This is an optimization exercise on Yosys and OpenROAD, whose aim is small area, a short achievable clock period and few clock cycles per item, not a production implementation. Function was not checked in any run shown here: the RTL went through the layout flow alone. Power figures rest on the tool's default switching activity, not on a simulated workload.

==> flow/design.v, too long to show whole: its modules and the start of the top module <==
// module conv3x3_fa: 10 lines
// module conv3x3_ha: 9 lines
// module conv3x3_pp3n: 6 lines
// module conv3x3_pp3p: 6 lines
// module conv3x3_pp2n: 6 lines
// module conv3x3_stream: 2395 lines
module conv3x3_stream
#(
  parameter int DATA_W     = 8,
  parameter int COEF_W     = 8,
  parameter int NORM_SHIFT = 4
) (
  input  logic                  i_clk,
  input  logic                  i_rst,
  input  logic [9*DATA_W-1:0]   i_pixel_data,
  input  logic                  i_pixel_data_valid,
  input  logic                  i_pixel_data_last,
  output logic                  o_pixel_data_ready,
  output logic [DATA_W-1:0]     o_convolved_data,
  output logic                  o_convolved_data_valid,
  output logic                  o_convolved_data_last,
  output logic                  o_convolved_sat,
  input  logic                  i_out_ready,
  input  logic                  i_coef_we,
  input  logic [3:0]            i_coef_addr,
  input  logic [COEF_W-1:0]     i_coef_data,
  input  logic                  i_coef_commit,
  output logic                  o_cfg_pending
);
  // ...
==> flow/run.sh <==
#!/bin/bash
# synth_recipe.tcl (not shown) runs the flow's synth.tcl, then flattens the netlist and writes it again
# the make line also repeats each setting of config.mk as NAME=value (left out here)
make -C /OpenROAD-flow-scripts/flow DESIGN_CONFIG=/design/flow/config.mk WORK_HOME=/design/flow/orfs CLKGATE_MAP_FILE= SYNTH_SCRIPT=/design/flow/synth_recipe.tcl finish
==> flow/config.mk <==
export PLATFORM = sky130hd
export DESIGN_NAME = conv3x3_stream
export DESIGN_NICKNAME = conv3x3_stream
export VERILOG_FILES = /design/flow/design.v
export SDC_FILE = /design/flow/constraint.sdc
export NUM_CORES = 4
export LEC_CHECK = 0
export CAP_MARGIN = 20
export CORE_MARGIN = 2
export CORE_UTILIZATION = 40
export SETUP_SLACK_MARGIN = 2.0
export SLEW_MARGIN = 20
export SYNTH_HIERARCHICAL = 1
==> flow/constraint.sdc <==
create_clock -name core_clock -period 5.0 [get_ports {i_clk}]
set_input_delay 1.0000 -clock core_clock [delete_from_list [all_inputs] [get_ports {i_clk}]]
set_output_delay 1.0000 -clock core_clock [all_outputs]
set_load 0.01 [all_outputs]
==> run summary, run 1 <==
* Top-Level Pins at 104
* CP most frequent cell: fa_2
* Routed Antenna Nets at 0
* Post-synth top cells: fa_1, and2_1, dfxtp_1
* # Post-CTS Setup Buffers at 73
* Critical Path Start Type: flip-flop
* Share of cells above drive strength 1 at 32.0%
* Status: no timing/DRC/antenna violations
* Hold Crit Depth at 0
* Fillers at 6028
* Sequential power share at 23.3%
* Synth Cell Area at 28000 sq um
* DR WL/cell at 26.4 um
* Clkbuf count at 56
* Full die area at 72000 sq um
* Max incr delay on CP at 0.69 ns
* Highest clock rate at 287 MHz
* Leakage at 13.3 nW
* Fraction of area in registers at 27.4%
* Clock power share at 16.1%
* Cell taking the most area after synthesis: fa_1
* ClkCell Share at 4.58%
* Die Y at 268 um
* Signal buf overhead at 5.89%
* Global routing's busiest layer: met2
* Simple-gate share of the synthesized area at 17.0%
* Critical Path AT at 3.96 ns
* Drt drc at 0
* CTS tree: built
* Insertion delay to the later sink of the worst-skew pair at 0.59 ns
* Max reg flops at 87
* Multi-Input Combinational at 1662
* Power density over cell area at 631 nW/um^2
* Met1 Usage GRT at 33.0%
* Largest net degree at the start of global routing at 74
* Hold Path Sink: st2_q[4]
* Initial antenna violation count at 1
* Syn nets at 2848
* # hold bufs at CTS at 0
* Ys flop type: dfxtp_1
* Multi-input gate area at 19900 sq um
* Net Sw Frac at 41.1%
==> run 2, diff against run 1 <==
--- a/flow/design.v
+++ b/flow/design.v
@@ -64,27 +64,28 @@
   output logic                  o_convolved_sat,
   input  logic                  i_out_ready,
   input  logic                  i_coef_we,
   input  logic [3:0]            i_coef_addr,
   input  logic [COEF_W-1:0]     i_coef_data,
   input  logic                  i_coef_commit,
   output logic                  o_cfg_pending
 );
-  localparam int CAP = 5;    
-  localparam int NQ  = 4;    
+  localparam int CAP = 6;    
+  localparam int NQ  = 5;    
   localparam int CW  = $clog2(CAP + 1);
   localparam int PW  = (NQ > 1) ? $clog2(NQ) : 1;
   logic        acc;
   logic [71:0] px_q;
   logic [71:0] kq;
-  logic [2:0] vq;    
-  logic [2:0] lq;    
-  logic [87:0] st1_q;
-  logic [31:0] st2_q;
+  logic [3:0] vq;    
+  logic [3:0] lq;    
+  logic [123:0] st1_q;
+  logic [39:0] st2_q;
+  logic [22:0] st3_q;
   logic pp1;
   logic pp2;
   logic pp3;
   logic pp4;
   logic pp5;
   logic pp6;
   logic pp7;
   logic pp8;
@@ -1206,16 +1207,18 @@
   logic s1671, c1672;
   logic s1673, c1674;
   logic s1675, c1676;
   logic s1677, c1678;
   logic s1679, c1680;
   logic s1681, c1682;
   logic s1683, c1684;
   logic [19:0] row0, row1, sum_w;
+  logic [12:0] lo_w;
+  logic [7:0] hi_w;
   localparam logic [71:0] DEF_KERNEL =
     {8'd1, 8'd2, 8'd1, 8'd2, 8'd4, 8'd2, 8'd1, 8'd2, 8'd1};
   logic [8:0][7:0] shadow_q;
   logic [8:0][7:0] coef_q;
   logic            in_frame_q;
   logic            pending_q;
   logic            apply_q;
   logic            pend_req;
@@ -1239,23 +1242,24 @@
   end
   always_ff @(posedge i_clk) begin
     if (apply_q) coef_q <= shadow_q;
   end
   assign kq            = coef_q;
   assign o_cfg_pending = pending_q;
   always_ff @(posedge i_clk) begin
     px_q <= i_pixel_data;
-    st1_q <= {c1484, s1483, c1482, c1556, s1215, s1555, c1554, c1552, s1213, s1553, s1551, c1550, c1548, s1475, s1549, s1547, c1546, c1544, c1542, s1545, s1543, s1541, c1540, c1538, c1536, c1534, s1539, s1537, s1535, s1533, c1532, c1530, c1528, c1526, s1531, s1529, s1527, s1525, c1524, c1522, c1520, c1518, s1143, s1323, s1523, s1521, s1519, s1517, c1516, c1514, c1512, c1510, s1305, s1515, s1513, s1511, s1509, c1508, c1506, c1504, s1415, s1507, s1505, s1503, c1502, c1500, c1498, s1267, s1501, s1499, s1497, c1496, c1494, s1031, s1395, s1495, s1493, c1492, c1490, s1491, s1489, c1488, s1487, c1486, s1485, s967, s1217, s961};
-    st2_q <= {c1684, c1636, c1682, s1683, c1680, s1681, s1679, s1655, c1678, s1669, c1676, s1677, c1674, s1675, c1672, s1673, s1671, st1_q[53], s1661, c1660, s1659, s1639, c1638, s1637, s1603, s1557, st1_q[5], st1_q[4], st1_q[3], st1_q[2], st1_q[1], st1_q[0]};
+    st1_q <= {c1484, s1483, c1482, s1215, s1481, c1480, c1478, s1213, s1211, s1479, s1477, c1476, c1474, c1472, s1475, s1473, s1471, c1470, c1468, c1466, c1464, s1469, s1467, s1465, s1463, c1462, c1460, c1458, c1456, c1454, s1183, s1461, s1459, s1457, s1455, s1453, c1452, c1450, c1448, c1446, c1444, c1442, s1451, s1449, s1447, s1445, s1443, s1441, c1440, c1438, c1436, c1434, c1432, c1430, s1143, s1323, s1439, s1437, s1435, s1433, s1431, s1429, c1428, c1426, c1424, c1422, c1420, c1418, s1305, s1427, s1425, s1423, s1421, s1419, s1417, c1416, c1414, c1412, c1410, c1408, c1406, s1415, s1413, s1411, s1409, s1407, s1405, c1404, c1402, c1400, c1398, s1267, s1265, s1403, s1401, s1399, s1397, c1396, c1394, c1392, c1390, s1031, s1395, s1393, s1391, s1389, c1388, c1386, c1384, s1009, s1387, s1385, s1383, c1382, c1380, s1381, s1379, c1378, s977, s975, s1377, s967, s1217, s961};
+    st2_q <= {c1636, s1635, c1658, s1657, c1656, s1655, c1654, st1_q[116], s1653, c1652, s1651, c1650, s1545, s1591, s1649, c1648, s1625, s1647, c1646, s1531, s1621, s1645, c1644, s1617, s1643, c1642, s1613, s1641, c1640, s1639, c1638, s1637, s1603, s1557, s1487, c1486, s1485, st1_q[2], st1_q[1], st1_q[0]};
+    st3_q <= {c1684, st2_q[39], c1682, s1683, c1680, s1681, s1679, st2_q[34], c1678, s1669, c1676, s1677, c1674, s1675, lo_w[12], lo_w[11], lo_w[10], lo_w[9], lo_w[8], lo_w[7], lo_w[6], lo_w[5], lo_w[4]};
   end
   always_ff @(posedge i_clk) begin
     if (i_rst) vq <= '0;
-    else       vq <= {vq[1:0], acc};
-    lq <= {lq[1:0], i_pixel_data_last};
+    else       vq <= {vq[2:0], acc};
+    lq <= {lq[2:0], i_pixel_data_last};
   end
   assign pp1 = px_q[0] & kq[0];
   assign pp2 = px_q[1] & kq[0];
   assign pp3 = px_q[2] & kq[0];
   assign pp4 = px_q[3] & kq[0];
   assign pp5 = px_q[4] & kq[0];
   assign pp6 = px_q[5] & kq[0];
   assign pp7 = px_q[6] & kq[0];
@@ -2279,133 +2283,135 @@
   conv3x3_fa u_fa446 (.a(c1354), .b(c1356), .c(c1358), .s(s1471), .co(c1472));
   conv3x3_fa u_fa447 (.a(c1360), .b(c1362), .c(s1363), .s(s1473), .co(c1474));
   conv3x3_fa u_fa448 (.a(s1365), .b(s1367), .c(s1369), .s(s1475), .co(c1476));
   conv3x3_fa u_fa449 (.a(c1364), .b(c1366), .c(c1368), .s(s1477), .co(c1478));
   conv3x3_fa u_fa450 (.a(c1370), .b(s1371), .c(s1373), .s(s1479), .co(c1480));
   conv3x3_fa u_fa451 (.a(c1372), .b(c1374), .c(s1375), .s(s1481), .co(c1482));
   assign s1483 = ~(c1376 ^ c1216);
   assign c1484 = c1376 | c1216;
-  conv3x3_fa u_fa452 (.a(s1377), .b(s975), .c(s977), .s(s1485), .co(c1486));
-  conv3x3_fa u_fa453 (.a(c1378), .b(s1379), .c(s1381), .s(s1487), .co(c1488));
-  conv3x3_fa u_fa454 (.a(c1380), .b(c1382), .c(s1383), .s(s1489), .co(c1490));
-  conv3x3_fa u_fa455 (.a(s1385), .b(s1387), .c(s1009), .s(s1491), .co(c1492));
-  conv3x3_fa u_fa456 (.a(c1384), .b(c1386), .c(c1388), .s(s1493), .co(c1494));
-  conv3x3_fa u_fa457 (.a(s1389), .b(s1391), .c(s1393), .s(s1495), .co(c1496));
-  conv3x3_fa u_fa458 (.a(c1390), .b(c1392), .c(c1394), .s(s1497), .co(c1498));
-  conv3x3_fa u_fa459 (.a(c1396), .b(s1397), .c(s1399), .s(s1499), .co(c1500));
-  conv3x3_fa u_fa460 (.a(s1401), .b(s1403), .c(s1265), .s(s1501), .co(c1502));
-  conv3x3_fa u_fa461 (.a(c1398), .b(c1400), .c(c1402), .s(s1503), .co(c1504));
-  conv3x3_fa u_fa462 (.a(c1404), .b(s1405), .c(s1407), .s(s1505), .co(c1506));
-  conv3x3_fa u_fa463 (.a(s1409), .b(s1411), .c(s1413), .s(s1507), .co(c1508));
-  conv3x3_fa u_fa464 (.a(c1406), .b(c1408), .c(c1410), .s(s1509), .co(c1510));
-  conv3x3_fa u_fa465 (.a(c1412), .b(c1414), .c(c1416), .s(s1511), .co(c1512));
-  conv3x3_fa u_fa466 (.a(s1417), .b(s1419), .c(s1421), .s(s1513), .co(c1514));
-  conv3x3_fa u_fa467 (.a(s1423), .b(s1425), .c(s1427), .s(s1515), .co(c1516));
-  conv3x3_fa u_fa468 (.a(c1418), .b(c1420), .c(c1422), .s(s1517), .co(c1518));
-  conv3x3_fa u_fa469 (.a(c1424), .b(c1426), .c(c1428), .s(s1519), .co(c1520));
-  conv3x3_fa u_fa470 (.a(s1429), .b(s1431), .c(s1433), .s(s1521), .co(c1522));
-  conv3x3_fa u_fa471 (.a(s1435), .b(s1437), .c(s1439), .s(s1523), .co(c1524));
-  conv3x3_fa u_fa472 (.a(c1430), .b(c1432), .c(c1434), .s(s1525), .co(c1526));
-  conv3x3_fa u_fa473 (.a(c1436), .b(c1438), .c(c1440), .s(s1527), .co(c1528));
-  conv3x3_fa u_fa474 (.a(s1441), .b(s1443), .c(s1445), .s(s1529), .co(c1530));
-  conv3x3_fa u_fa475 (.a(s1447), .b(s1449), .c(s1451), .s(s1531), .co(c1532));
-  conv3x3_fa u_fa476 (.a(c1442), .b(c1444), .c(c1446), .s(s1533), .co(c1534));
-  conv3x3_fa u_fa477 (.a(c1448), .b(c1450), .c(c1452), .s(s1535), .co(c1536));
-  conv3x3_fa u_fa478 (.a(s1453), .b(s1455), .c(s1457), .s(s1537), .co(c1538));
-  conv3x3_fa u_fa479 (.a(s1459), .b(s1461), .c(s1183), .s(s1539), .co(c1540));
-  conv3x3_fa u_fa480 (.a(c1454), .b(c1456), .c(c1458), .s(s1541), .co(c1542));
-  conv3x3_fa u_fa481 (.a(c1460), .b(c1462), .c(s1463), .s(s1543), .co(c1544));
-  conv3x3_fa u_fa482 (.a(s1465), .b(s1467), .c(s1469), .s(s1545), .co(c1546));
-  conv3x3_fa u_fa483 (.a(c1464), .b(c1466), .c(c1468), .s(s1547), .co(c1548));
-  conv3x3_fa u_fa484 (.a(c1470), .b(s1471), .c(s1473), .s(s1549), .co(c1550));
-  conv3x3_fa u_fa485 (.a(c1472), .b(c1474), .c(c1476), .s(s1551), .co(c1552));
-  conv3x3_fa u_fa486 (.a(s1477), .b(s1479), .c(s1211), .s(s1553), .co(c1554));
-  conv3x3_fa u_fa487 (.a(c1478), .b(c1480), .c(s1481), .s(s1555), .co(c1556));
-  conv3x3_fa u_fa488 (.a(st1_q[6]), .b(st1_q[7]), .c(st1_q[8]), .s(s1557), .co(c1558));
-  conv3x3_fa u_fa489 (.a(st1_q[9]), .b(st1_q[10]), .c(st1_q[11]), .s(s1559), .co(c1560));
-  conv3x3_fa u_fa490 (.a(st1_q[12]), .b(st1_q[13]), .c(st1_q[14]), .s(s1561), .co(c1562));
-  conv3x3_fa u_fa491 (.a(st1_q[15]), .b(st1_q[16]), .c(st1_q[17]), .s(s1563), .co(c1564));
-  conv3x3_fa u_fa492 (.a(st1_q[18]), .b(st1_q[19]), .c(st1_q[20]), .s(s1565), .co(c1566));
-  conv3x3_fa u_fa493 (.a(st1_q[21]), .b(st1_q[22]), .c(st1_q[23]), .s(s1567), .co(c1568));
-  conv3x3_fa u_fa494 (.a(st1_q[24]), .b(st1_q[25]), .c(st1_q[26]), .s(s1569), .co(c1570));
-  conv3x3_fa u_fa495 (.a(st1_q[28]), .b(st1_q[29]), .c(st1_q[30]), .s(s1571), .co(c1572));
-  conv3x3_fa u_fa496 (.a(st1_q[31]), .b(st1_q[32]), .c(st1_q[33]), .s(s1573), .co(c1574));
-  conv3x3_fa u_fa497 (.a(st1_q[36]), .b(st1_q[37]), .c(st1_q[38]), .s(s1575), .co(c1576));
-  conv3x3_fa u_fa498 (.a(st1_q[39]), .b(st1_q[40]), .c(st1_q[41]), .s(s1577), .co(c1578));
-  conv3x3_fa u_fa499 (.a(st1_q[42]), .b(st1_q[43]), .c(st1_q[44]), .s(s1579), .co(c1580));
-  conv3x3_fa u_fa500 (.a(st1_q[46]), .b(st1_q[47]), .c(st1_q[48]), .s(s1581), .co(c1582));
-  conv3x3_fa u_fa501 (.a(st1_q[49]), .b(st1_q[50]), .c(st1_q[51]), .s(s1583), .co(c1584));
-  conv3x3_fa u_fa502 (.a(st1_q[54]), .b(st1_q[55]), .c(st1_q[56]), .s(s1585), .co(c1586));
-  conv3x3_fa u_fa503 (.a(st1_q[57]), .b(st1_q[58]), .c(st1_q[59]), .s(s1587), .co(c1588));
-  conv3x3_fa u_fa504 (.a(st1_q[62]), .b(st1_q[63]), .c(st1_q[64]), .s(s1589), .co(c1590));
-  conv3x3_fa u_fa505 (.a(st1_q[65]), .b(st1_q[66]), .c(st1_q[67]), .s(s1591), .co(c1592));
-  conv3x3_fa u_fa506 (.a(st1_q[69]), .b(st1_q[70]), .c(st1_q[71]), .s(s1593), .co(c1594));
-  conv3x3_fa u_fa507 (.a(st1_q[72]), .b(st1_q[73]), .c(st1_q[74]), .s(s1595), .co(c1596));
-  conv3x3_fa u_fa508 (.a(st1_q[75]), .b(st1_q[76]), .c(st1_q[77]), .s(s1597), .co(c1598));
-  conv3x3_fa u_fa509 (.a(st1_q[80]), .b(st1_q[81]), .c(st1_q[82]), .s(s1599), .co(c1600));
-  conv3x3_fa u_fa510 (.a(st1_q[84]), .b(st1_q[85]), .c(st1_q[86]), .s(s1601), .co(c1602));
+  conv3x3_fa u_fa452 (.a(st1_q[3]), .b(st1_q[4]), .c(st1_q[5]), .s(s1485), .co(c1486));
+  conv3x3_fa u_fa453 (.a(st1_q[6]), .b(st1_q[7]), .c(st1_q[8]), .s(s1487), .co(c1488));
+  conv3x3_fa u_fa454 (.a(st1_q[9]), .b(st1_q[10]), .c(st1_q[11]), .s(s1489), .co(c1490));
+  conv3x3_fa u_fa455 (.a(st1_q[12]), .b(st1_q[13]), .c(st1_q[14]), .s(s1491), .co(c1492));
+  conv3x3_fa u_fa456 (.a(st1_q[15]), .b(st1_q[16]), .c(st1_q[17]), .s(s1493), .co(c1494));
+  conv3x3_fa u_fa457 (.a(st1_q[18]), .b(st1_q[19]), .c(st1_q[20]), .s(s1495), .co(c1496));
+  conv3x3_fa u_fa458 (.a(st1_q[23]), .b(st1_q[24]), .c(st1_q[25]), .s(s1497), .co(c1498));
+  conv3x3_fa u_fa459 (.a(st1_q[26]), .b(st1_q[27]), .c(st1_q[28]), .s(s1499), .co(c1500));
+  conv3x3_fa u_fa460 (.a(st1_q[29]), .b(st1_q[30]), .c(st1_q[31]), .s(s1501), .co(c1502));
+  conv3x3_fa u_fa461 (.a(st1_q[33]), .b(st1_q[34]), .c(st1_q[35]), .s(s1503), .co(c1504));
+  conv3x3_fa u_fa462 (.a(st1_q[36]), .b(st1_q[37]), .c(st1_q[38]), .s(s1505), .co(c1506));
+  conv3x3_fa u_fa463 (.a(st1_q[39]), .b(st1_q[40]), .c(st1_q[41]), .s(s1507), .co(c1508));
+  conv3x3_fa u_fa464 (.a(st1_q[43]), .b(st1_q[44]), .c(st1_q[45]), .s(s1509), .co(c1510));
+  conv3x3_fa u_fa465 (.a(st1_q[46]), .b(st1_q[47]), .c(st1_q[48]), .s(s1511), .co(c1512));
+  conv3x3_fa u_fa466 (.a(st1_q[49]), .b(st1_q[50]), .c(st1_q[51]), .s(s1513), .co(c1514));
+  conv3x3_fa u_fa467 (.a(st1_q[52]), .b(st1_q[53]), .c(st1_q[54]), .s(s1515), .co(c1516));
+  conv3x3_fa u_fa468 (.a(st1_q[56]), .b(st1_q[57]), .c(st1_q[58]), .s(s1517), .co(c1518));
+  conv3x3_fa u_fa469 (.a(st1_q[59]), .b(st1_q[60]), .c(st1_q[61]), .s(s1519), .co(c1520));
+  conv3x3_fa u_fa470 (.a(st1_q[62]), .b(st1_q[63]), .c(st1_q[64]), .s(s1521), .co(c1522));
+  conv3x3_fa u_fa471 (.a(st1_q[65]), .b(st1_q[66]), .c(st1_q[67]), .s(s1523), .co(c1524));
+  conv3x3_fa u_fa472 (.a(st1_q[70]), .b(st1_q[71]), .c(st1_q[72]), .s(s1525), .co(c1526));
+  conv3x3_fa u_fa473 (.a(st1_q[73]), .b(st1_q[74]), .c(st1_q[75]), .s(s1527), .co(c1528));
+  conv3x3_fa u_fa474 (.a(st1_q[76]), .b(st1_q[77]), .c(st1_q[78]), .s(s1529), .co(c1530));
+  conv3x3_fa u_fa475 (.a(st1_q[79]), .b(st1_q[80]), .c(st1_q[81]), .s(s1531), .co(c1532));
+  conv3x3_fa u_fa476 (.a(st1_q[82]), .b(st1_q[83]), .c(st1_q[84]), .s(s1533), .co(c1534));
+  conv3x3_fa u_fa477 (.a(st1_q[85]), .b(st1_q[86]), .c(st1_q[87]), .s(s1535), .co(c1536));
+  conv3x3_fa u_fa478 (.a(st1_q[88]), .b(st1_q[89]), .c(st1_q[90]), .s(s1537), .co(c1538));
+  conv3x3_fa u_fa479 (.a(st1_q[91]), .b(st1_q[92]), .c(st1_q[93]), .s(s1539), .co(c1540));
+  conv3x3_fa u_fa480 (.a(st1_q[94]), .b(st1_q[95]), .c(st1_q[96]), .s(s1541), .co(c1542));
+  conv3x3_fa u_fa481 (.a(st1_q[97]), .b(st1_q[98]), .c(st1_q[99]), .s(s1543), .co(c1544));
+  conv3x3_fa u_fa482 (.a(st1_q[100]), .b(st1_q[101]), .c(st1_q[102]), .s(s1545), .co(c1546));
+  conv3x3_fa u_fa483 (.a(st1_q[103]), .b(st1_q[104]), .c(st1_q[105]), .s(s1547), .co(c1548));
+  conv3x3_fa u_fa484 (.a(st1_q[106]), .b(st1_q[107]), .c(st1_q[108]), .s(s1549), .co(c1550));
+  conv3x3_fa u_fa485 (.a(st1_q[110]), .b(st1_q[111]), .c(st1_q[112]), .s(s1551), .co(c1552));
+  conv3x3_fa u_fa486 (.a(st1_q[113]), .b(st1_q[114]), .c(st1_q[115]), .s(s1553), .co(c1554));
+  conv3x3_fa u_fa487 (.a(st1_q[117]), .b(st1_q[118]), .c(st1_q[119]), .s(s1555), .co(c1556));
+  conv3x3_fa u_fa488 (.a(c1488), .b(s1489), .c(s1491), .s(s1557), .co(c1558));
+  conv3x3_fa u_fa489 (.a(c1490), .b(c1492), .c(s1493), .s(s1559), .co(c1560));
+  conv3x3_fa u_fa490 (.a(s1495), .b(st1_q[21]), .c(st1_q[22]), .s(s1561), .co(c1562));
+  conv3x3_fa u_fa491 (.a(c1494), .b(c1496), .c(s1497), .s(s1563), .co(c1564));
+  conv3x3_fa u_fa492 (.a(s1499), .b(s1501), .c(st1_q[32]), .s(s1565), .co(c1566));
+  conv3x3_fa u_fa493 (.a(c1498), .b(c1500), .c(c1502), .s(s1567), .co(c1568));
+  conv3x3_fa u_fa494 (.a(s1503), .b(s1505), .c(s1507), .s(s1569), .co(c1570));
+  conv3x3_fa u_fa495 (.a(c1504), .b(c1506), .c(c1508), .s(s1571), .co(c1572));
+  conv3x3_fa u_fa496 (.a(s1509), .b(s1511), .c(s1513), .s(s1573), .co(c1574));
+  conv3x3_fa u_fa497 (.a(c1510), .b(c1512), .c(c1514), .s(s1575), .co(c1576));
+  conv3x3_fa u_fa498 (.a(c1516), .b(s1517), .c(s1519), .s(s1577), .co(c1578));
+  conv3x3_fa u_fa499 (.a(s1521), .b(s1523), .c(st1_q[68]), .s(s1579), .co(c1580));
+  conv3x3_fa u_fa500 (.a(c1518), .b(c1520), .c(c1522), .s(s1581), .co(c1582));
+  conv3x3_fa u_fa501 (.a(c1524), .b(s1525), .c(s1527), .s(s1583), .co(c1584));
+  conv3x3_fa u_fa502 (.a(c1526), .b(c1528), .c(c1530), .s(s1585), .co(c1586));
+  conv3x3_fa u_fa503 (.a(c1532), .b(s1533), .c(s1535), .s(s1587), .co(c1588));
+  conv3x3_fa u_fa504 (.a(c1534), .b(c1536), .c(c1538), .s(s1589), .co(c1590));
+  conv3x3_fa u_fa505 (.a(c1540), .b(s1541), .c(s1543), .s(s1591), .co(c1592));
+  conv3x3_fa u_fa506 (.a(c1542), .b(c1544), .c(c1546), .s(s1593), .co(c1594));
+  conv3x3_fa u_fa507 (.a(s1547), .b(s1549), .c(st1_q[109]), .s(s1595), .co(c1596));
+  conv3x3_fa u_fa508 (.a(c1548), .b(c1550), .c(s1551), .s(s1597), .co(c1598));
+  conv3x3_fa u_fa509 (.a(c1552), .b(c1554), .c(s1555), .s(s1599), .co(c1600));
+  conv3x3_fa u_fa510 (.a(c1556), .b(st1_q[121]), .c(st1_q[122]), .s(s1601), .co(c1602));
   conv3x3_fa u_fa511 (.a(c1558), .b(s1559), .c(s1561), .s(s1603), .co(c1604));
   conv3x3_fa u_fa512 (.a(c1560), .b(c1562), .c(s1563), .s(s1605), .co(c1606));
   conv3x3_fa u_fa513 (.a(c1564), .b(c1566), .c(s1567), .s(s1607), .co(c1608));
-  assign s1609 = ~(s1569 ^ st1_q[27]);
-  assign c1610 = s1569 | st1_q[27];
+  assign s1609 = ~(s1569 ^ st1_q[42]);
+  assign c1610 = s1569 | st1_q[42];
   conv3x3_fa u_fa514 (.a(c1568), .b(c1570), .c(s1571), .s(s1611), .co(c1612));
-  conv3x3_fa u_fa515 (.a(s1573), .b(st1_q[34]), .c(st1_q[35]), .s(s1613), .co(c1614));
+  conv3x3_fa u_fa515 (.a(s1573), .b(s1515), .c(st1_q[55]), .s(s1613), .co(c1614));
   conv3x3_fa u_fa516 (.a(c1572), .b(c1574), .c(s1575), .s(s1615), .co(c1616));
-  conv3x3_fa u_fa517 (.a(s1577), .b(s1579), .c(st1_q[45]), .s(s1617), .co(c1618));
+  conv3x3_fa u_fa517 (.a(s1577), .b(s1579), .c(st1_q[69]), .s(s1617), .co(c1618));
   conv3x3_fa u_fa518 (.a(c1576), .b(c1578), .c(c1580), .s(s1619), .co(c1620));
-  conv3x3_fa u_fa519 (.a(s1581), .b(s1583), .c(st1_q[52]), .s(s1621), .co(c1622));
+  conv3x3_fa u_fa519 (.a(s1581), .b(s1583), .c(s1529), .s(s1621), .co(c1622));
   conv3x3_fa u_fa520 (.a(c1582), .b(c1584), .c(s1585), .s(s1623), .co(c1624));
-  conv3x3_fa u_fa521 (.a(s1587), .b(st1_q[60]), .c(st1_q[61]), .s(s1625), .co(c1626));
+  conv3x3_fa u_fa521 (.a(s1587), .b(s1537), .c(s1539), .s(s1625), .co(c1626));
   conv3x3_fa u_fa522 (.a(c1586), .b(c1588), .c(s1589), .s(s1627), .co(c1628));
   conv3x3_fa u_fa523 (.a(c1590), .b(c1592), .c(s1593), .s(s1629), .co(c1630));
   conv3x3_fa u_fa524 (.a(c1594), .b(c1596), .c(s1597), .s(s1631), .co(c1632));
-  conv3x3_fa u_fa525 (.a(c1598), .b(s1599), .c(st1_q[83]), .s(s1633), .co(c1634));
-  assign s1635 = ~(c1602 ^ st1_q[87]);
-  assign c1636 = c1602 | st1_q[87];
+  conv3x3_fa u_fa525 (.a(c1598), .b(s1599), .c(st1_q[120]), .s(s1633), .co(c1634));
+  assign s1635 = ~(c1602 ^ st1_q[123]);
+  assign c1636 = c1602 | st1_q[123];
   conv3x3_fa u_fa526 (.a(c1604), .b(s1605), .c(s1565), .s(s1637), .co(c1638));
   conv3x3_fa u_fa527 (.a(c1606), .b(s1607), .c(s1609), .s(s1639), .co(c1640));
   conv3x3_fa u_fa528 (.a(c1608), .b(c1610), .c(s1611), .s(s1641), .co(c1642));
   conv3x3_fa u_fa529 (.a(c1612), .b(c1614), .c(s1615), .s(s1643), .co(c1644));
   conv3x3_fa u_fa530 (.a(c1616), .b(c1618), .c(s1619), .s(s1645), .co(c1646));
   conv3x3_fa u_fa531 (.a(c1620), .b(c1622), .c(s1623), .s(s1647), .co(c1648));
   conv3x3_fa u_fa532 (.a(c1624), .b(c1626), .c(s1627), .s(s1649), .co(c1650));
   conv3x3_fa u_fa533 (.a(c1628), .b(s1629), .c(s1595), .s(s1651), .co(c1652));
-  conv3x3_fa u_fa534 (.a(c1630), .b(s1631), .c(st1_q[78]), .s(s1653), .co(c1654));
+  conv3x3_fa u_fa534 (.a(c1630), .b(s1631), .c(s1553), .s(s1653), .co(c1654));
   assign s1655 = ~(c1632 ^ s1633);
   assign c1656 = c1632 | s1633;
   conv3x3_fa u_fa535 (.a(c1634), .b(c1600), .c(s1601), .s(s1657), .co(c1658));
-  conv3x3_fa u_fa536 (.a(c1640), .b(s1641), .c(s1613), .s(s1659), .co(c1660));
-  conv3x3_fa u_fa537 (.a(c1642), .b(s1643), .c(s1617), .s(s1661), .co(c1662));
-  conv3x3_fa u_fa538 (.a(c1644), .b(s1645), .c(s1621), .s(s1663), .co(c1664));
-  conv3x3_fa u_fa539 (.a(c1646), .b(s1647), .c(s1625), .s(s1665), .co(c1666));
-  conv3x3_fa u_fa540 (.a(c1648), .b(s1649), .c(s1591), .s(s1667), .co(c1668));
-  conv3x3_fa u_fa541 (.a(c1652), .b(s1653), .c(st1_q[79]), .s(s1669), .co(c1670));
+  conv3x3_fa u_fa536 (.a(st2_q[11]), .b(st2_q[12]), .c(st2_q[13]), .s(s1659), .co(c1660));
+  conv3x3_fa u_fa537 (.a(st2_q[14]), .b(st2_q[15]), .c(st2_q[16]), .s(s1661), .co(c1662));
+  conv3x3_fa u_fa538 (.a(st2_q[17]), .b(st2_q[18]), .c(st2_q[19]), .s(s1663), .co(c1664));
+  conv3x3_fa u_fa539 (.a(st2_q[21]), .b(st2_q[22]), .c(st2_q[23]), .s(s1665), .co(c1666));
+  conv3x3_fa u_fa540 (.a(st2_q[24]), .b(st2_q[25]), .c(st2_q[26]), .s(s1667), .co(c1668));
+  conv3x3_fa u_fa541 (.a(st2_q[30]), .b(st2_q[31]), .c(st2_q[32]), .s(s1669), .co(c1670));
   conv3x3_ha u_ha0 (.a(c1662), .b(s1663), .s(s1671), .co(c1672));
   conv3x3_ha u_ha1 (.a(c1664), .b(s1665), .s(s1673), .co(c1674));
-  conv3x3_fa u_fa542 (.a(c1666), .b(s1667), .c(st1_q[68]), .s(s1675), .co(c1676));
-  conv3x3_fa u_fa543 (.a(c1668), .b(c1650), .c(s1651), .s(s1677), .co(c1678));
-  conv3x3_ha u_ha2 (.a(c1670), .b(c1654), .s(s1679), .co(c1680));
-  conv3x3_ha u_ha3 (.a(c1656), .b(s1657), .s(s1681), .co(c1682));
-  conv3x3_ha u_ha4 (.a(c1658), .b(s1635), .s(s1683), .co(c1684));
-  assign row0 = {1'b1, st2_q[30], st2_q[28], st2_q[26], st2_q[24], st2_q[22], st2_q[20], st2_q[18], st2_q[16], st2_q[14], st2_q[12], st2_q[11], st2_q[9], st2_q[8], st2_q[7], st2_q[6], st2_q[4], st2_q[3], st2_q[1], st2_q[0]};
-  assign row1 = {1'b0, st2_q[31], st2_q[29], st2_q[27], st2_q[25], st2_q[23], st2_q[21], st2_q[19], st2_q[17], st2_q[15], st2_q[13], 1'b0, st2_q[10], 1'b0, 1'b0, 1'b0, st2_q[5], 1'b0, st2_q[2], 1'b0};
-  assign sum_w = row0 + row1;
+  conv3x3_fa u_fa542 (.a(c1666), .b(s1667), .c(st2_q[27]), .s(s1675), .co(c1676));
+  conv3x3_fa u_fa543 (.a(c1668), .b(st2_q[28]), .c(st2_q[29]), .s(s1677), .co(c1678));
+  conv3x3_ha u_ha2 (.a(c1670), .b(st2_q[33]), .s(s1679), .co(c1680));
+  conv3x3_ha u_ha3 (.a(st2_q[35]), .b(st2_q[36]), .s(s1681), .co(c1682));
+  conv3x3_ha u_ha4 (.a(st2_q[37]), .b(st2_q[38]), .s(s1683), .co(c1684));
+  assign row0 = {1'b1, st2_q[39], s1683, s1681, st2_q[34], s1669, s1677, s1675, s1673, st2_q[20], c1660, s1659, st2_q[9], st2_q[8], st2_q[7], st2_q[6], st2_q[4], st2_q[3], st2_q[1], st2_q[0]};
+  assign row1 = {1'b0, c1684, c1682, c1680, s1679, c1678, c1676, c1674, c1672, s1671, s1661, 1'b0, st2_q[10], 1'b0, 1'b0, 1'b0, st2_q[5], 1'b0, st2_q[2], 1'b0};
+  assign lo_w = {1'b0, row0[11:0]} + {1'b0, row1[11:0]};
+  assign hi_w = {1'b1, st3_q[21], st3_q[19], st3_q[17], st3_q[15], st3_q[13], st3_q[11], st3_q[9]} + {1'b0, st3_q[22], st3_q[20], st3_q[18], st3_q[16], st3_q[14], st3_q[12], st3_q[10]} + 8'(st3_q[8]);
+  assign sum_w = {hi_w, st3_q[7], st3_q[6], st3_q[5], st3_q[4], st3_q[3], st3_q[2], st3_q[1], st3_q[0], 4'b0};
   logic [7:0] res_data;
   logic       res_sat;
   logic       res_neg, res_big;
   logic       res_v;
   logic [9:0] res_d;
   assign res_neg  = sum_w[19];
   assign res_big  = ~sum_w[19] & (|sum_w[18:12]);
   assign res_sat  = res_neg | res_big;
   assign res_data = res_neg ? 8'd0 : (res_big ? 8'd255 : sum_w[11:4]);
-  assign res_v    = vq[2];
-  assign res_d    = {res_data, lq[2], res_sat};
+  assign res_v    = vq[3];
+  assign res_d    = {res_data, lq[3], res_sat};
   logic [NQ-1:0][9:0] mem_q;
   logic [PW-1:0]      wp_q, rp_q;
   logic [PW:0]        fcnt_q;
   logic [CW-1:0]      cnt_q, cnt_d;
   logic               rdy_q;
   logic               out_v_q;
   logic [9:0]         out_d_q;
   logic               take, out_free, f_empty, push, pop;
==> flow/config.mk (replaced) <==
export PLATFORM = sky130hd
export DESIGN_NAME = conv3x3_stream
export DESIGN_NICKNAME = conv3x3_stream
export VERILOG_FILES = /design/flow/design.v
export SDC_FILE = /design/flow/constraint.sdc
export NUM_CORES = 4
export LEC_CHECK = 0
export CAP_MARGIN = 20
export CORE_MARGIN = 2
export CORE_UTILIZATION = 40
export SETUP_SLACK_MARGIN = 2.5
export SLEW_MARGIN = 20
export SYNTH_HIERARCHICAL = 1
==> run 2 against run 1 <==
  * Register-to-register slack gained 0.43 ns
  * Clock power rose by 21%
  * Clock-buffer cell count rose by 25
  * Setup slack better by 0.43 ns
  * Flip-flop and latch count rose by 82
  * Critical path type unchanged
==> run summary, run 2 <==
* Setup TNS at 0 ns (unchanged)
* GRT Overall Usage at 24.8% (was 25.1%)
* #FFs+latches synth at 487 (was 405)
* Highest clock rate at 327 MHz (was 287 MHz)
* Vias per cell at 5.34 (was 5.33)
* Worst Setup Path Type: reg2reg (unchanged)
* Max-cap violations at 0 (unchanged)
* CTS root buffer: clkbuf_16 (unchanged)
* Synth Cell Area at 30200 sq um (was 28000 sq um)
* P&R area growth vs syn at 27.5% (was 22.3%)
* Status: no timing/DRC/antenna violations (unchanged)
* Final #Nets at 3274 (was 3050)
* Leakage at 14.8 nW (was 13.3 nW)
* Relative slew margins at 30.7% (was 44.0%)
* DR WL/cell at 26.1 um (was 26.4 um)
* Initial Utilization at 40.5% (about the same)
* Clk slew on worst S/H paths at 0.06 ns (about the same)
* Largest Register: st1_q (unchanged)
* Fin Clk Skew at 0.0913 ns (was 0.0400 ns)
* Core area at 74600 sq um (was 68900 sq um)
* Power density over cell area at 591 nW/um^2 (was 631 nW/um^2)
* Top-count cell post-synth: fa_1 (unchanged)
* Share of cells above drive strength 1 at 42.1% (was 32.0%)
* GPL Wtd Cong at 0.915 (was 0.957)
* Cell taking the most area after synthesis: fa_1 (unchanged)
* Placed cell areas at 33700 sq um (was 30200 sq um)
* CTS tree: built (unchanged)
* Slew @ Worst Pin at 1.04 ns (was 0.836 ns)
* Initial antenna violation count at 1 (unchanged)
* Distinct cell type count after synthesis at 64 (was 80)
* Insertion delay to the later sink of the worst-skew pair at 0.69 ns (was 0.59 ns)
* Diode count at 0 (was 1)
* Worst min-delay path class: reg2reg (unchanged)
* Fillers at 6279 (was 6028)
* DR iter-0 viols at 1227 (was 1413)
* H-tree levels at 2 (unchanged)
* # setup viols final at 0 (unchanged)
* Ys flop type: dfxtp_1 (unchanged)
* Top-Level Pins at 104 (unchanged)
* FP Rows at 100 (was 96)
* Leading cell type in the layout, fill and taps excluded: fa_2 (was and2_1)
* Net Sw Frac at 39.3% (was 41.1%)
* Critical Path RT at 5.48 ns (was 5.47 ns)
* Net Switching at 0.00894 W (was 0.00886 W)
* Clock power share at 18.5% (was 16.1%)
* Critical Path Start Type: flip-flop (unchanged)
* Critical Path AT at 3.54 ns (was 3.96 ns)
* Post-synth EDFFs at 132 (was 122)
* Sequential share of the synthesized area at 36.7% (was 33.4%)
* Maximum vdd drop at 0.000349 V (was 0.000384 V)
* Logic pwr share at 54.8% (was 60.6%)
* Asr flop ratio synth at 0% (unchanged)
* RSZ-0062 raised after global routing: yes (unchanged)
* Final slew viol count at 0 (unchanged)
* Final core utilization at 51.6% (was 49.6%)
* Most frequent cells in the layout: fa_2, and2_4, dfxtp_1 (was and2_1, fa_2, fa_1)
* Final instance area at 38500 sq um (was 34200 sq um)
* Global-route wire length before repair at 141000 um (was 130000 um)
* Sequential Area at 11100 sq um (was 9370 sq um)
* Post-synth top cells: fa_1, and2_1, dfxtp_1 (unchanged)
* Die Width at 279 um (was 268 um)
* Worst setup EP type: flip-flop (unchanged)
* Min cycle time layout at 3.06 ns (was 3.49 ns)
* Sequential power share at 26.8% (was 23.3%)
* Vias in the first global route at 21741 (was 19526)
* Drt first pass iters at 5 (unchanged)
* Clk sinks at 487 (was 405)
* Synth top area cells: fa_1, dfxtp_1, edfxtp_1 (unchanged)
* Via count at 19266 (was 17837)
* Max reg flops at 123 (was 87)
* Die Y at 279 um (was 268 um)
* Global route overflow at 0 (unchanged)
* Crit-path max FO at 7 (was 8)
* Period utilization at 61.1% (was 69.8%)
* Syn Area/Cell at 12.9 sq um (was 12.8 sq um)
* Routed Antenna Nets at 0 (unchanged)
* Internal power at 0.0138 W (was 0.0127 W)
* Drt drc at 0 (unchanged)
* # port buffers at 103 (unchanged)
* Dpl hpwl at 75800 um (was 70600 um)
* # hold bufs at CTS at 0 (unchanged)
* Syn nets at 3026 (was 2848)
* Mapped Cells at 2347 (was 2178)
* Post-Route WL at 94300 um (was 88200 um)
* Full die area at 77700 sq um (was 72000 sq um)
* Share of the synthesized area in the top cell type at 36.3% (was 39.1%)
* Largest net degree at the start of global routing at 73 (was 74)
* Hold Fails Final Rpt at 0 (unchanged)
* Deepest clock path buffer count at 3 (unchanged)
* Multi-input gate area at 21300 sq um (was 19900 sq um)
* CTS Buf Count at 56 (was 44)
* Yosys warning total at 7 (unchanged)
[run 2: area by class of cell]
type,count,area share [%]
Timing Repair Buffer,252,7.04
Tap cell,969,3.15
Inverter,57,0.585
Clock inverter,24,0.663
Timing Repair inverter,1,0.0195
Clock buffer,81,4.36
Multi-Input combinational cell,1740,55.2
Sequential cell,487,29.0
[run 2: cells by family (layout without fill, tap and decap cells)]
kind of cell             Yosys count  after routing  share of synthesized area [%]
AO/OA/AOI/OAI                    208            208                           4.91
AND/OR/NAND/NOR                  849            849                           15.4
adder cells (fa/ha/maj)          588            588                           38.0
multiplexers                      77             77                           2.97
buffers and inverters            120            415                           1.52
XOR/XNOR                          18             18                          0.522
flip-flops                       487            487                           36.7
[run 2: routing by layer]
metal / up-vias / part of all wire, % / GRT usage (%)
met2: 657 / 51 / 43.3
met3: 269 / 5.0 / 4.32
met4: 0 / 4.8 / 10.7
met1: 10118 / 40 / 30.2
li1: 8222 / - / -
met5: - / 0 / 0
[run 2: final timing paths]
| kind | startpoint | end | slack, ns | cells past startpoint |
|---|---|---|---|---|
| worst max-delay path | st3_q[8] | mem_q[22] | 1.94 | 15 |
| worst min register to register | lq[1] | lq[2] | 0.33 | 0 |
| worst min-delay path | lq[1] | lq[2] | 0.33 | 0 |
| worst max register to register | st3_q[8] | mem_q[22] | 1.94 | 15 |
[run 2: repair_timing]
item / CTS / global route
pin swaps: 223 / 137
gates resized for setup: 398 / 116
buffers inserted: 119 / 11
endpoints found under the setup margin: 213 / 198
gates cloned: 2 / 1
[run 2: critical path, cell delays in order (launching register included)]
cell      delay, ns
dfxtp_2        0.31
inv_2          0.05
fa_2           0.21
inv_2          0.04
fa_2           0.35
a211o_1        0.32
and3_4         0.20
o311ai_4       0.32
a211oi_4       0.09
buf_12         0.19
buf_8          0.14
buf_4          0.13
buf_6          0.11
a211oi_4       0.24
nand3_1        0.11
o221ai_1       0.09
[run 2: per-module statistics from Yosys (local to each module, per instance)]
module | copies in the design | cell area (sq um) | flops+latches | cells inside
conv3x3_fa | 544 | 20.0 | 0 | 1
conv3x3_ha | 5 | 12.5 | 0 | 1
conv3x3_stream | 1 | 19200 | 487 | 1798
[run 2: power by group through the flow]
| stage | Clock (W) | Sequential [W] | Combinational, W |
|---|---|---|---|
| CTS | 0.00430 | 0.00609 | 0.0123 |
| global route | 0.00448 | 0.00619 | 0.0139 |
| floorplan | 0 | 0.00600 | 0.00728 |
| detailed placement | 0 | 0.00643 | 0.0112 |
| finish | 0.00420 | 0.00609 | 0.0125 |
| global placement | 0 | 0.00642 | 0.0109 |
[run 2: stage by stage]
stage | hold slack [ns] | instances | total power [W] | worst slack, ns
final | 0.328 | 3611 | 0.0227 | 1.94
after global routing | 0.339 | 3611 | 0.0246 | 1.83
after CTS | 0.333 | 3599 | 0.0227 | 1.96
after detailed placement | 0.317 | 3373 | 0.0177 | 1.33
after global placement | 0.313 | 3373 | 0.0173 | 1.40
after floorplan | 0.310 | 2347 | 0.0133 | 2.17

[re-timing with driven ports]
The results above use ideal ports. As a check the final layouts listed here were re-extracted and re-timed, cells and wires unchanged. Step 1: set_driving_cell puts a clkbuf_16 on i_clk and a buf_2 on each other input, an assumption about the parent block. Step 2 moves the port delays by t, midway between the first and last clock arrival at a register: inputs arrive t later, outputs are due t later. That takes back most of the time a late clock gives input paths. Three values: no drivers, after step 1, after step 2; two values: the first two.
run | t (ns) | setup WS [ns] | worst setup path after step 2
run 1 | 0.634 | 1.511 / 1.511 / 1.511 | register to register
run 2 | 0.701 | 1.943 / 1.943 / 1.943 | register to register
After both steps every run listed still meets setup and hold.
